Context: an optimization exercise on an open-source flow, tuned for small area. The choices shown serve that exercise and are no tape-out recipe.
Function was checked by simulation only, so behaviour that the tests miss may differ from the original.
Power and IR drop assume default switching activity.

== job 5410 ==
==> flow/design.v <==
module pc_ctrl_dmem #(
    parameter logic [31:0] PC_RESET = 32'h0000_0000
) (
    input  logic        clock,
    input  logic        reset,
    input  logic [31:0] nextPC,
    output logic [31:0] pc,
    input  logic [5:0]  opcode,
    input  logic [5:0]  funct,
    output logic [2:0]  ALUOp,
    output logic        ALUSrc,
    output logic        RegDst,
    output logic        RegWrite,
    output logic        MemtoReg,
    output logic        MemRead,
    output logic        MemWrite,
    output logic        Branch,
    output logic        Jump,
    input  logic [31:0] Address,
    input  logic [31:0] WriteData,
    output logic [31:0] ReadData
);
    localparam int NP = 32;      
    logic [31:0]   r_pc;
    logic [31:0]   r_mem_h [0:NP-1];
    logic [31:0]   r_mem_t [0:NP-1];
    logic [NP-1:0] r_valid_h;
    logic [NP-1:0] r_valid_t;
    logic          r_pol_h;
    logic          r_pol_t;
    logic          r_pend_we;
    logic [5:0]    r_pend_index;
    logic [31:0]   r_pend_data;    
    logic [10:0]   w_ctrl;
    logic          w_re;
    logic          w_we;
    logic [5:0]    w_index;
    logic [4:0]    w_pair;
    logic          w_head;
    logic          w_in_h;
    logic          w_direct;
    logic          w_defer;
    logic          w_commit;
    logic          w_fwd;
    logic          w_pol;
    logic [NP-1:0] w_pair_dec;
    logic [NP-1:0] w_pend_dec;
    logic [NP-1:0] w_set_d;        
    logic [NP-1:0] w_set_p;        
    logic [NP-1:0] w_keep;         
    logic [NP-1:0] w_vh_next;
    logic [NP-1:0] w_vt_next;
    logic [31:0]   w_wd_x;         
    logic [31:0]   w_pd_x;         
    logic [63:0]   w_rsel;
    logic [63:0]   w_rcol [0:31];
    logic [31:0]   w_tree;
    logic          w_pol_en;
    assign w_re    = w_ctrl[3];
    assign w_we    = w_ctrl[2];
    assign w_index = Address[7:2];
    assign w_pair  = w_index[5:1];
    assign w_head  = r_pol_h ^ r_pol_t;
    assign w_in_h  = (w_index[0] == w_head);
    always_ff @(posedge clock or negedge reset) begin
        if (!reset) begin
            r_pc <= PC_RESET;
        end else begin
            r_pc <= nextPC;
        end
    end
    always_comb begin
        w_ctrl = 11'b000_0000_0000;
        case (opcode)
            6'b000000: begin
                if (funct == 6'b001000) begin
                    w_ctrl = 11'b010_0_0_0_0_0_0_0_1;    
                end else begin
                    w_ctrl = 11'b010_0_1_1_0_0_0_0_0;    
                end
            end
            6'b001000: w_ctrl = 11'b000_1_0_1_0_0_0_0_0;  
            6'b001100: w_ctrl = 11'b011_1_0_1_0_0_0_0_0;  
            6'b001101: w_ctrl = 11'b100_1_0_1_0_0_0_0_0;  
            6'b001010: w_ctrl = 11'b101_1_0_1_0_0_0_0_0;  
            6'b100011: w_ctrl = 11'b000_1_0_1_1_1_0_0_0;  
            6'b101011: w_ctrl = 11'b000_1_0_0_0_0_1_0_0;  
            6'b000100: w_ctrl = 11'b001_0_0_0_0_0_0_1_0;  
            6'b000010: w_ctrl = 11'b111_0_0_0_0_0_0_0_1;  
            default:   w_ctrl = 11'b000_0000_0000;
        endcase
    end
    always_ff @(posedge clock or negedge reset) begin
        if (!reset) begin
            r_pol_h <= 1'b0;
            r_pol_t <= 1'b0;
        end else begin
            r_pol_h <= ~r_pol_t;
            r_pol_t <= r_pol_h;
        end
    end
    assign w_direct = w_we & ~w_in_h;
    assign w_defer  = w_we & w_in_h;
    assign w_commit = r_pend_we & ~(w_direct & (w_pair == r_pend_index[5:1]));
    always_ff @(posedge clock or negedge reset) begin
        if (!reset) begin
            r_pend_we <= 1'b0;
        end else begin
            r_pend_we <= w_defer;
        end
    end
    always_ff @(posedge clock) begin
        r_pend_index <= w_index;
        r_pend_data  <= WriteData ^ {32{r_pol_h}};
    end
    always_comb begin
        for (int p = 0; p < NP; p++) begin
            w_pair_dec[p] = (w_pair == 5'(p));
            w_pend_dec[p] = (r_pend_index[5:1] == 5'(p));
        end
    end
    for (genvar p = 0; p < NP; p++) begin : g_ctl
        pcd_pair_ctl u_ctl (
            .dec    (w_pair_dec[p]),
            .pdec   (w_pend_dec[p]),
            .direct (w_direct),
            .commit (w_commit),
            .defer  (w_defer),
            .rd_h   (w_re & w_in_h),
            .rd_t   (w_re & ~w_in_h),
            .vh     (r_valid_h[p]),
            .vt     (r_valid_t[p]),
            .set_d  (w_set_d[p]),
            .set_p  (w_set_p[p]),
            .keep   (w_keep[p]),
            .vh_next(w_vh_next[p]),
            .vt_next(w_vt_next[p]),
            .rsel_h (w_rsel[2*p]),
            .rsel_t (w_rsel[2*p+1])
        );
    end
    assign w_wd_x  = WriteData ^ {32{r_pol_t}};
    assign w_pd_x  = r_pend_data;
    always_ff @(posedge clock or negedge reset) begin
        if (!reset) begin
            r_valid_h <= '0;
            r_valid_t <= '0;
        end else begin
            r_valid_h <= w_vh_next;
            r_valid_t <= w_vt_next;
        end
    end
    for (genvar p = 0; p < NP; p++) begin : g_pair
        logic [31:0] w_next_h;
        for (genvar b = 0; b < 32; b++) begin : g_bit
            pcd_aoi222 u_in (
                .a1(w_keep[p]),  .a2(r_mem_t[p][b]),
                .b1(w_set_d[p]), .b2(w_wd_x[b]),
                .c1(w_set_p[p]), .c2(w_pd_x[b]),
                .y (w_next_h[b])
            );
        end
        always_ff @(posedge clock) begin
            r_mem_h[p] <= w_next_h;
            r_mem_t[p] <= r_mem_h[p];
        end
    end
    assign w_fwd = w_re & r_pend_we & (r_pend_index == w_index);
    assign w_pol = w_in_h ? r_pol_h : r_pol_t;
    assign w_pol_en = w_pol & (w_fwd | (|w_rsel));
    for (genvar b = 0; b < 32; b++) begin : g_rd
        for (genvar p = 0; p < NP; p++) begin : g_col
            assign w_rcol[b][2*p]   = r_mem_h[p][b];
            assign w_rcol[b][2*p+1] = r_mem_t[p][b];
        end
        pcd_rd_bit u_rd (
            .sel (w_rsel),
            .q   (w_rcol[b]),
            .fsel(w_fwd),
            .fq  (w_pd_x[b]),
            .d   (w_tree[b])
        );
    end
    assign ReadData = w_tree ^ {32{w_pol_en}};
    assign pc       = r_pc;
    assign ALUOp    = w_ctrl[10:8];
    assign ALUSrc   = w_ctrl[7];
    assign RegDst   = w_ctrl[6];
    assign RegWrite = w_ctrl[5];
    assign MemtoReg = w_ctrl[4];
    assign MemRead  = w_ctrl[3];
    assign MemWrite = w_ctrl[2];
    assign Branch   = w_ctrl[1];
    assign Jump     = w_ctrl[0];
endmodule
module pcd_pair_ctl (
    input  logic dec,        
    input  logic pdec,       
    input  logic direct,     
    input  logic commit,     
    input  logic defer,      
    input  logic rd_h,       
    input  logic rd_t,       
    input  logic vh,
    input  logic vt,
    output logic set_d,
    output logic set_p,
    output logic keep,
    output logic vh_next,
    output logic vt_next,
    output logic rsel_h,
    output logic rsel_t
);
    assign set_d   = dec & direct;
    assign set_p   = pdec & commit;
    assign keep    = ~(set_d | set_p);
    assign vh_next = ~keep | vt;
    assign vt_next = vh & ~(dec & defer);
    assign rsel_h  = dec & rd_h & vh;
    assign rsel_t  = dec & rd_t & vt;
endmodule
module pcd_rd_bit (
    input  logic [63:0] sel,
    input  logic [63:0] q,
    input  logic        fsel,
    input  logic        fq,
    output logic        d
);
    logic [21:0] w_n;      
    logic [5:0]  w_p;      
    logic [2:0]  w_m;      
    for (genvar k = 0; k < 21; k++) begin : g_aoi
        pcd_aoi222 u_aoi (
            .a1(sel[3*k]),   .a2(q[3*k]),
            .b1(sel[3*k+1]), .b2(q[3*k+1]),
            .c1(sel[3*k+2]), .c2(q[3*k+2]),
            .y (w_n[k])
        );
    end
    pcd_aoi22 u_last (.a1(sel[63]), .a2(q[63]), .b1(fsel), .b2(fq), .y(w_n[21]));
    for (genvar k = 0; k < 5; k++) begin : g_nand
        pcd_nand4 u_nand (.a(w_n[4*k]), .b(w_n[4*k+1]), .c(w_n[4*k+2]), .d(w_n[4*k+3]),
                          .y(w_p[k]));
    end
    pcd_nand2 u_nand5 (.a(w_n[20]), .b(w_n[21]), .y(w_p[5]));
    for (genvar k = 0; k < 3; k++) begin : g_nor
        pcd_nor2 u_nor (.a(w_p[2*k]), .b(w_p[2*k+1]), .y(w_m[k]));
    end
    pcd_nand3 u_out (.a(w_m[0]), .b(w_m[1]), .c(w_m[2]), .y(d));
endmodule
module pcd_aoi222 (
    input  logic a1, a2, b1, b2, c1, c2,
    output logic y
);
    assign y = ~((a1 & a2) | (b1 & b2) | (c1 & c2));
endmodule
module pcd_aoi22 (
    input  logic a1, a2, b1, b2,
    output logic y
);
    assign y = ~((a1 & a2) | (b1 & b2));
endmodule
module pcd_nand2 (
    input  logic a, b,
    output logic y
);
    assign y = ~(a & b);
endmodule
module pcd_nand3 (
    input  logic a, b, c,
    output logic y
);
    assign y = ~(a & b & c);
endmodule
module pcd_nand4 (
    input  logic a, b, c, d,
    output logic y
);
    assign y = ~(a & b & c & d);
endmodule
module pcd_nor2 (
    input  logic a, b,
    output logic y
);
    assign y = ~(a | b);
endmodule
Settings: LEC_CHECK=0, CAP_MARGIN=10, CORE_MARGIN=2, CORE_UTILIZATION=65, SETUP_SLACK_MARGIN=0.1, SLEW_MARGIN=10, SYNTH_HIERARCHICAL=1, SYNTH_MINIMUM_KEEP_SIZE=0; clock period 8.0 ns.
standard.sh (not shown) runs the stock make flow with config.mk's settings and CLKGATE_MAP_FILE= SYNTH_SCRIPT=/design/flow/synth_recipe.tcl, a recipe that flattens the netlist after the stock synthesis.
==> flow/flow/run.sh <==
#!/bin/bash
# The standard layout (standard.sh: ORFS synth..finish, unchanged
# synthesis) with two changes:
#  - clock tree: large leaf clusters on clkbuf_16 and no dummy loads
#  - port buffers: buf_2 instead of the default choice
# All tool output goes to standard.log in this folder.
set -o pipefail
export CTS_ARGS="-sink_clustering_enable -repair_clock_nets -buf_list sky130_fd_sc_hd__clkbuf_16 -sink_clustering_size 28 -sink_clustering_max_diameter 70 -dont_use_dummy_load"
export BUFFER_PORTS_ARGS="-buffer_cell sky130_fd_sc_hd__buf_2"
bash standard.sh > standard.log 2>&1
The inputs of job 9209 differ from those of job 5410 as listed below.
--- a/flow/design.v
+++ b/flow/design.v
@@ -179,11 +179,13 @@
             .fsel(w_fwd),
             .fq  (w_pd_x[b]),
             .d   (w_tree[b])
         );
     end
-    assign ReadData = w_tree ^ {32{w_pol_en}};
+    for (genvar b = 0; b < 32; b++) begin : g_out
+        pcd_xor2 u_out (.a(w_tree[b]), .b(w_pol_en), .y(ReadData[b]));
+    end
     assign pc       = r_pc;
     assign ALUOp    = w_ctrl[10:8];
     assign ALUSrc   = w_ctrl[7];
     assign RegDst   = w_ctrl[6];
     assign RegWrite = w_ctrl[5];
@@ -209,42 +211,61 @@
     output logic vh_next,
     output logic vt_next,
     output logic rsel_h,
     output logic rsel_t
 );
-    assign set_d   = dec & direct;
-    assign set_p   = pdec & commit;
-    assign keep    = ~(set_d | set_p);
+    pcd_and2 u_set_d (.a(dec), .b(direct), .y(set_d));
+    pcd_and2 u_set_p (.a(pdec), .b(commit), .y(set_p));
+    pcd_nor2 u_keep (.a(set_d), .b(set_p), .y(keep));
     assign vh_next = ~keep | vt;
     assign vt_next = vh & ~(dec & defer);
-    assign rsel_h  = dec & rd_h & vh;
-    assign rsel_t  = dec & rd_t & vt;
+    pcd_and3 u_rsel_h (.a(dec), .b(rd_h), .c(vh), .y(rsel_h));
+    pcd_and3 u_rsel_t (.a(dec), .b(rd_t), .c(vt), .y(rsel_t));
+endmodule
+module pcd_and2 (
+    input  logic a, b,
+    output logic y
+);
+    assign y = a & b;
+endmodule
+module pcd_and3 (
+    input  logic a, b, c,
+    output logic y
+);
+    assign y = a & b & c;
+endmodule
+module pcd_xor2 (
+    input  logic a, b,
+    output logic y
+);
+    assign y = a ^ b;
 endmodule
 module pcd_rd_bit (
     input  logic [63:0] sel,
     input  logic [63:0] q,
     input  logic        fsel,
     input  logic        fq,
     output logic        d
 );
-    logic [21:0] w_n;      
+    logic [22:0] w_n;      
     logic [5:0]  w_p;      
     logic [2:0]  w_m;      
     for (genvar k = 0; k < 21; k++) begin : g_aoi
         pcd_aoi222 u_aoi (
             .a1(sel[3*k]),   .a2(q[3*k]),
             .b1(sel[3*k+1]), .b2(q[3*k+1]),
             .c1(sel[3*k+2]), .c2(q[3*k+2]),
             .y (w_n[k])
         );
     end
-    pcd_aoi22 u_last (.a1(sel[63]), .a2(q[63]), .b1(fsel), .b2(fq), .y(w_n[21]));
+    pcd_nand2 u_last (.a(sel[63]), .b(q[63]), .y(w_n[21]));
+    pcd_nand2 u_fwd  (.a(fsel),    .b(fq),    .y(w_n[22]));
     for (genvar k = 0; k < 5; k++) begin : g_nand
         pcd_nand4 u_nand (.a(w_n[4*k]), .b(w_n[4*k+1]), .c(w_n[4*k+2]), .d(w_n[4*k+3]),
                           .y(w_p[k]));
     end
-    pcd_nand2 u_nand5 (.a(w_n[20]), .b(w_n[21]), .y(w_p[5]));
+    pcd_nand3 u_nand5 (.a(w_n[20]), .b(w_n[21]), .c(w_n[22]), .y(w_p[5]));
     for (genvar k = 0; k < 3; k++) begin : g_nor
         pcd_nor2 u_nor (.a(w_p[2*k]), .b(w_p[2*k+1]), .y(w_m[k]));
     end
     pcd_nand3 u_out (.a(w_m[0]), .b(w_m[1]), .c(w_m[2]), .y(d));
 endmodule
@@ -252,16 +273,10 @@
     input  logic a1, a2, b1, b2, c1, c2,
     output logic y
 );
     assign y = ~((a1 & a2) | (b1 & b2) | (c1 & c2));
 endmodule
-module pcd_aoi22 (
-    input  logic a1, a2, b1, b2,
-    output logic y
-);
-    assign y = ~((a1 & a2) | (b1 & b2));
-endmodule
 module pcd_nand2 (
     input  logic a, b,
     output logic y
 );
     assign y = ~(a & b);
--- outcome ---
Looking only at non-clock buffer contribution to total cell area, and setting everything else aside, the lower value of job 5410 and job 9209 goes to job 5410. When job 9209 is set beside job 5410, its share of the clock period used by the worst path after layout turns out to be 0.72 points smaller. Clock network area share, job 5410 and job 9209: larger value in job 9209. The master of the slowest instance on the critical path comes out dfrtp_4 in one run and and3_1 in the other, namely in job 5410 and job 9209 respectively. Looking at critical path data arrival time, job 9209 sits 0.05 ns below job 5410. Summary of job 9209 over job 5410: via density per instance lost 0.81%; minimum hold slack picked up an extra 0.0071 ns.


Starts from the design.v that is shown in full above.
export LEC_CHECK = 0
export CAP_MARGIN = 10
export CORE_MARGIN = 2
export CORE_UTILIZATION = 60
export SLEW_MARGIN = 10
export SYNTH_HIERARCHICAL = 1
export SYNTH_MINIMUM_KEEP_SIZE = 0
create_clock -name core_clock -period 8.0 [get_ports {clock}]
Scripts as last shown in full above: flow/flow/run.sh
Change:
--- a/flow/design.v
+++ b/flow/design.v
@@ -181,7 +181,9 @@
             .d   (w_tree[b])
         );
     end
-    assign ReadData = w_tree ^ {32{w_pol_en}};
+    for (genvar b = 0; b < 32; b++) begin : g_out
+        pcd_xor2 u_out (.a(w_tree[b]), .b(w_pol_en), .y(ReadData[b]));
+    end
     assign pc       = r_pc;
     assign ALUOp    = w_ctrl[10:8];
     assign ALUSrc   = w_ctrl[7];
@@ -211,13 +213,31 @@
     output logic rsel_h,
     output logic rsel_t
 );
-    assign set_d   = dec & direct;
-    assign set_p   = pdec & commit;
-    assign keep    = ~(set_d | set_p);
+    pcd_and2 u_set_d (.a(dec), .b(direct), .y(set_d));
+    pcd_and2 u_set_p (.a(pdec), .b(commit), .y(set_p));
+    pcd_nor2 u_keep (.a(set_d), .b(set_p), .y(keep));
     assign vh_next = ~keep | vt;
     assign vt_next = vh & ~(dec & defer);
-    assign rsel_h  = dec & rd_h & vh;
-    assign rsel_t  = dec & rd_t & vt;
+    pcd_and3 u_rsel_h (.a(dec), .b(rd_h), .c(vh), .y(rsel_h));
+    pcd_and3 u_rsel_t (.a(dec), .b(rd_t), .c(vt), .y(rsel_t));
+endmodule
+module pcd_and2 (
+    input  logic a, b,
+    output logic y
+);
+    assign y = a & b;
+endmodule
+module pcd_and3 (
+    input  logic a, b, c,
+    output logic y
+);
+    assign y = a & b & c;
+endmodule
+module pcd_xor2 (
+    input  logic a, b,
+    output logic y
+);
+    assign y = a ^ b;
 endmodule
 module pcd_rd_bit (
     input  logic [63:0] sel,
@@ -226,7 +246,7 @@
     input  logic        fq,
     output logic        d
 );
-    logic [21:0] w_n;      
+    logic [22:0] w_n;      
     logic [5:0]  w_p;      
     logic [2:0]  w_m;      
     for (genvar k = 0; k < 21; k++) begin : g_aoi
@@ -237,12 +257,13 @@
             .y (w_n[k])
         );
     end
-    pcd_aoi22 u_last (.a1(sel[63]), .a2(q[63]), .b1(fsel), .b2(fq), .y(w_n[21]));
+    pcd_nand2 u_last (.a(sel[63]), .b(q[63]), .y(w_n[21]));
+    pcd_nand2 u_fwd  (.a(fsel),    .b(fq),    .y(w_n[22]));
     for (genvar k = 0; k < 5; k++) begin : g_nand
         pcd_nand4 u_nand (.a(w_n[4*k]), .b(w_n[4*k+1]), .c(w_n[4*k+2]), .d(w_n[4*k+3]),
                           .y(w_p[k]));
     end
-    pcd_nand2 u_nand5 (.a(w_n[20]), .b(w_n[21]), .y(w_p[5]));
+    pcd_nand3 u_nand5 (.a(w_n[20]), .b(w_n[21]), .c(w_n[22]), .y(w_p[5]));
     for (genvar k = 0; k < 3; k++) begin : g_nor
         pcd_nor2 u_nor (.a(w_p[2*k]), .b(w_p[2*k+1]), .y(w_m[k]));
     end
@@ -254,12 +275,6 @@
 );
     assign y = ~((a1 & a2) | (b1 & b2) | (c1 & c2));
 endmodule
-module pcd_aoi22 (
-    input  logic a1, a2, b1, b2,
-    output logic y
-);
-    assign y = ~((a1 & a2) | (b1 & b2));
-endmodule
 module pcd_nand2 (
     input  logic a, b,
     output logic y
After rerunning: The changed run finished clean; cell area decreases by 0.58%; routed wire length increases by 1.9%; critical path depth increases by 2; worst hold slack gets worse by 6.2 ps; total power decreases by 0.50%; worst setup slack gets worse by 430 ps; area after synthesis decreases by 1.0%; die area decreases by 1.0%; clock skew decreases by 21 ps; fmax decreases by 5.6%; non-clock buffer count increases by 41; combinational power decreases by about 1%.

port drivers added, routing unchanged:
The results above use ideal ports. As a check the final layouts listed here were re-extracted and re-timed, cells and wires unchanged. Step 1, drivers: a clkbuf_16 drives clock and a buf_2 each remaining input, both assumed. Step 2, shift: input delay + t, output delay - t, t = (earliest + latest rising clock arrival at the registers) / 2. This alone moves slack from input paths to output paths. a / b / c = ideal ports / drivers / drivers and shift; a / b = the first two.
| run | t, ns | slack for setup (ns) | worst slew at a driven data input, ns |
|---|---|---|---|
| job 5410 | 0.798 | 0.356 / 0.276 / 0.422 | 0.18 |
| job 9209 | 0.796 | 0.413 / 0.364 / 0.364 | 0.23 |
| the first run of note 2 | 0.809 | 0.687 / 0.582 / 0.582 | 0.19 |
| the second run of note 2 | 0.800 | 0.253 / 0.233 / 0.233 | 0.22 |
After both steps every run listed still meets setup and hold. For the first run of note 2, which loses most, drivers alone change the setup slack by -0.105 ns; drivers and shift together by -0.105 ns.
